Background: an optimization exercise with open tools, aiming at small area. Do not read the settings as production practice. Function was checked by simulation only, so behaviour that the tests miss may differ from the original.

// prbs_link_top
module prbs_link_top #(
   parameter int WORD_W     = prbs_link_pkg::DEF_WORD_W,
   parameter int NUM_LANES  = prbs_link_pkg::DEF_NUM_LANES,
   parameter int LOCK_WORDS = prbs_link_pkg::DEF_LOCK_WORDS
) (
   input  logic                                       clk_i,
   input  logic                                       rst_i,
   input  logic [NUM_LANES-1:0][WORD_W-1:0]           rx_words_i,
   input  logic [prbs_link_pkg::sel_w(NUM_LANES)-1:0] chan_sel_i,
   input  logic [prbs_link_pkg::INIT_W-1:0]           err_init_i,
   output logic [WORD_W-1:0]                          tx_word_o,
   output logic [prbs_link_pkg::TOT_W-1:0]            status_o,
   output logic                                       err_flag_o,
   output logic [NUM_LANES-1:0]                       aligned_o
);
   logic                              vld_q;
   logic                              go;
   logic [NUM_LANES-1:0]              lane_aligned;
  ...
Size: about 2800 cells after synthesis, roughly 310 flip-flops, ~620 I/O pins.
==> module prbs7_gen, before the edit <==
module prbs7_gen #(
   parameter int WORD_W = prbs_link_pkg::DEF_WORD_W
) (
   input  logic              clk_i,
   input  logic              rst_i,
   input  logic              vld_i,
   input  logic              go_i,
   output logic [WORD_W-1:0] word_o
);
   localparam logic [PRBS_ORDER-1:0] PRE_SEED = 7'b0101010;
   logic [PRBS_ORDER-1:0]        hist_q;
   logic [PRBS_ORDER-1:0]        hist_d;
   logic [WORD_W+PRBS_ORDER-1:0] strm;
   assign strm[PRBS_ORDER-1:0] = hist_q;
   for (genvar n = PRBS_ORDER; n < WORD_W + PRBS_ORDER; n++)
   begin : g_strm
      prbs_xor2 u_x (
         .a (strm[n-PRBS_ORDER]),
         .b (strm[n-PRBS_TAP]),
         .y (strm[n])
      );
   end
   assign word_o = strm[WORD_W+PRBS_ORDER-1:PRBS_ORDER];
   for (genvar j = 0; j < PRBS_ORDER; j++)
   begin : g_hist
      if (PRE_SEED[j])
      begin : g_one
         assign hist_d[j] = ~rst_i & (strm[WORD_W+j] | ~vld_i);
      end
      else
      begin : g_zero
         assign hist_d[j] = go_i & strm[WORD_W+j];
      end
   end
   always_ff @(posedge clk_i)
   begin
      hist_q <= hist_d;
   end
endmodule
==> module prbs_aoi222, before the edit <==
module prbs_aoi222 (
   input  logic [2:0] a_i,
   input  logic [2:0] b_i,
   output logic       y_o
);
   assign y_o = ~|(a_i & b_i);
endmodule
==> module prbs_nand3, before the edit <==
module prbs_nand3 (
   input  logic [2:0] a_i,
   output logic       y_o
);
   assign y_o = ~&a_i;
endmodule
==> module prbs_sel8, before the edit <==
module prbs_sel8 (
   input  logic [7:0] d_i,
   input  logic [7:0] oh_i,
   output logic       y_o
);
   logic [2:0] part_n;
   prbs_aoi222 u_a0 (.a_i(d_i[2:0]), .b_i(oh_i[2:0]), .y_o(part_n[0]));
   prbs_aoi222 u_a1 (.a_i(d_i[5:3]), .b_i(oh_i[5:3]), .y_o(part_n[1]));
   prbs_aoi222 u_a2 (.a_i({d_i[7], d_i[7:6]}), .b_i({oh_i[7], oh_i[7:6]}), .y_o(part_n[2]));
   prbs_nand3  u_or (.a_i(part_n), .y_o(y_o));
endmodule
==> module prbs_link_top, before the edit <==
module prbs_link_top #(
   parameter int WORD_W     = prbs_link_pkg::DEF_WORD_W,
   parameter int NUM_LANES  = prbs_link_pkg::DEF_NUM_LANES,
   parameter int LOCK_WORDS = prbs_link_pkg::DEF_LOCK_WORDS
) (
   input  logic                                       clk_i,
   input  logic                                       rst_i,
   input  logic [NUM_LANES-1:0][WORD_W-1:0]           rx_words_i,
   input  logic [prbs_link_pkg::sel_w(NUM_LANES)-1:0] chan_sel_i,
   input  logic [prbs_link_pkg::INIT_W-1:0]           err_init_i,
   output logic [WORD_W-1:0]                          tx_word_o,
   output logic [prbs_link_pkg::TOT_W-1:0]            status_o,
   output logic                                       err_flag_o,
   output logic [NUM_LANES-1:0]                       aligned_o
);
   logic                              vld_q;
   logic                              go;
   logic [NUM_LANES-1:0]              lane_aligned;
   logic [NUM_LANES-1:0]              lane_err;
   logic [NUM_LANES-1:0][TOT_W-1:0]   lane_total;
   always_ff @(posedge clk_i)
   begin
      vld_q <= ~rst_i;
   end
   assign go = vld_q & ~rst_i;
   prbs7_gen #(
      .WORD_W (WORD_W)
   ) u_gen (
      .clk_i  (clk_i),
      .rst_i  (rst_i),
      .vld_i  (vld_q),
      .go_i   (go),
      .word_o (tx_word_o)
   );
   for (genvar k = 0; k < NUM_LANES; k++)
   begin : g_lane
      lane_checker #(
         .WORD_W (WORD_W)
      ) u_chk (
         .clk_i          (clk_i),
         .rst_i          (rst_i),
         .vld_i          (vld_q),
         .go_i           (go),
         .rx_word_i      (rx_words_i[k]),
         .aligned_o      (lane_aligned[k]),
         .word_err_o     (lane_err[k]),
         .total_errors_o (lane_total[k])
      );
   end
   error_readout #(
      .NUM_LANES (NUM_LANES)
   ) u_readout (
      .clk_i          (clk_i),
      .rst_i          (rst_i),
      .vld_i          (vld_q),
      .lane_aligned_i (lane_aligned),
      .lane_err_i     (lane_err),
      .lane_total_i   (lane_total),
      .chan_sel_i     (chan_sel_i),
      .err_init_i     (err_init_i),
      .status_o       (status_o),
      .err_flag_o     (err_flag_o),
      .aligned_o      (aligned_o)
   );
endmodule
clock: 12.0 ns
lec_check: 0
cap_margin: 10
core_margin: 2
core_utilization: 60
gpl_timing_driven: 0
slew_margin: 10
synth_hierarchical: 1
standard.sh (not shown) runs the stock make flow with config.mk's settings and CLKGATE_MAP_FILE= SYNTH_SCRIPT=/design/flow/synth_recipe.tcl, a recipe that flattens the netlist after the stock synthesis.
==> flow/flow/run.sh <==
#!/bin/bash
set -o pipefail
export BUFFER_PORTS_ARGS="-buffer_cell sky130_fd_sc_hd__buf_1"
export CTS_ARGS="-sink_clustering_enable -repair_clock_nets -dont_use_dummy_load -buf_list sky130_fd_sc_hd__clkbuf_4 -sink_clustering_size 10 -sink_clustering_max_diameter 40"
export REMOVE_ABC_BUFFERS=1
bash standard.sh REMOVE_ABC_BUFFERS=1 finish > standard.log 2>&1
Change:
--- a/flow/design.v
+++ b/flow/design.v
@@ -23,11 +23,10 @@
    parameter int WORD_W = prbs_link_pkg::DEF_WORD_W
 ) (
    input  logic              clk_i,
    input  logic              rst_i,
    input  logic              vld_i,
-   input  logic              go_i,
    output logic [WORD_W-1:0] word_o
 );
    localparam logic [PRBS_ORDER-1:0] PRE_SEED = 7'b0101010;
    logic [PRBS_ORDER-1:0]        hist_q;
    logic [PRBS_ORDER-1:0]        hist_d;
@@ -40,21 +39,11 @@
          .b (strm[n-PRBS_TAP]),
          .y (strm[n])
       );
    end
    assign word_o = strm[WORD_W+PRBS_ORDER-1:PRBS_ORDER];
-   for (genvar j = 0; j < PRBS_ORDER; j++)
-   begin : g_hist
-      if (PRE_SEED[j])
-      begin : g_one
-         assign hist_d[j] = ~rst_i & (strm[WORD_W+j] | ~vld_i);
-      end
-      else
-      begin : g_zero
-         assign hist_d[j] = go_i & strm[WORD_W+j];
-      end
-   end
+   assign hist_d = rst_i ? '0 : (vld_i ? strm[WORD_W+PRBS_ORDER-1 -: PRBS_ORDER] : PRE_SEED);
    always_ff @(posedge clk_i)
    begin
       hist_q <= hist_d;
    end
 endmodule
@@ -104,33 +93,16 @@
    input  logic b,
    output logic y
 );
    assign y = ~(a | b);
 endmodule
-module prbs_aoi222 (
-   input  logic [2:0] a_i,
-   input  logic [2:0] b_i,
-   output logic       y_o
-);
-   assign y_o = ~|(a_i & b_i);
-endmodule
-module prbs_nand3 (
-   input  logic [2:0] a_i,
-   output logic       y_o
-);
-   assign y_o = ~&a_i;
-endmodule
 module prbs_sel8 (
    input  logic [7:0] d_i,
    input  logic [7:0] oh_i,
    output logic       y_o
 );
-   logic [2:0] part_n;
-   prbs_aoi222 u_a0 (.a_i(d_i[2:0]), .b_i(oh_i[2:0]), .y_o(part_n[0]));
-   prbs_aoi222 u_a1 (.a_i(d_i[5:3]), .b_i(oh_i[5:3]), .y_o(part_n[1]));
-   prbs_aoi222 u_a2 (.a_i({d_i[7], d_i[7:6]}), .b_i({oh_i[7], oh_i[7:6]}), .y_o(part_n[2]));
-   prbs_nand3  u_or (.a_i(part_n), .y_o(y_o));
+   assign y_o = |(d_i & oh_i);
 endmodule
 module lane_checker #(
    parameter int WORD_W = prbs_link_pkg::DEF_WORD_W
 ) (
    input  logic                           clk_i,
@@ -454,11 +426,10 @@
       .WORD_W (WORD_W)
    ) u_gen (
       .clk_i  (clk_i),
       .rst_i  (rst_i),
       .vld_i  (vld_q),
-      .go_i   (go),
       .word_o (tx_word_o)
    );
    for (genvar k = 0; k < NUM_LANES; k++)
    begin : g_lane
       lane_checker #(
Worst hold slack gains 48 ps. Setup slack gets worse by 190 ps. Routed wire length grows by 5.2%. Area after synthesis hardly moves. First-iteration DRC count fell by 39%. Final area went up by 0.38%. Die area is about the same. Sequential cell count is unchanged. Via count climbs by 0.99%. Register-to-register slack loses 180 ps. Global-route usage climbs by 1.2 points. Clock-buffer cell count stays the same. Non-clock buffer count goes up by 5.

[static timing again, ports no longer ideal]
Ports are ideal in the flow. The routed layouts listed here were re-timed in OpenROAD. Step 1: set_driving_cell puts a clkbuf_16 on clk_i and a buf_2 on each other input, an assumption about the parent block. Step 2 adds t to the input delays and takes it off the output delays; t is the mean of the earliest and latest rising clock arrival at the registers after step 1. Input paths then give back, and output paths get back, about the clock's delay inside the block. Three values: ideal ports, drivers, drivers and shift; two values: the first two.
run	shift t [ns]	setup slack, ns	worst setup path after step 2	pins driven straight from the clock port
the first run	0.773	0.540 / 0.565 / -0.208	input to register	1
the second run	0.770	0.354 / 0.341 / -0.429	input to register	1
With both steps, setup timing fails in the first run and the second run, where it was met with ideal ports. The setup slack of the second run, which loses most, moves by -0.013 ns with the drivers and by -0.783 ns with both steps.
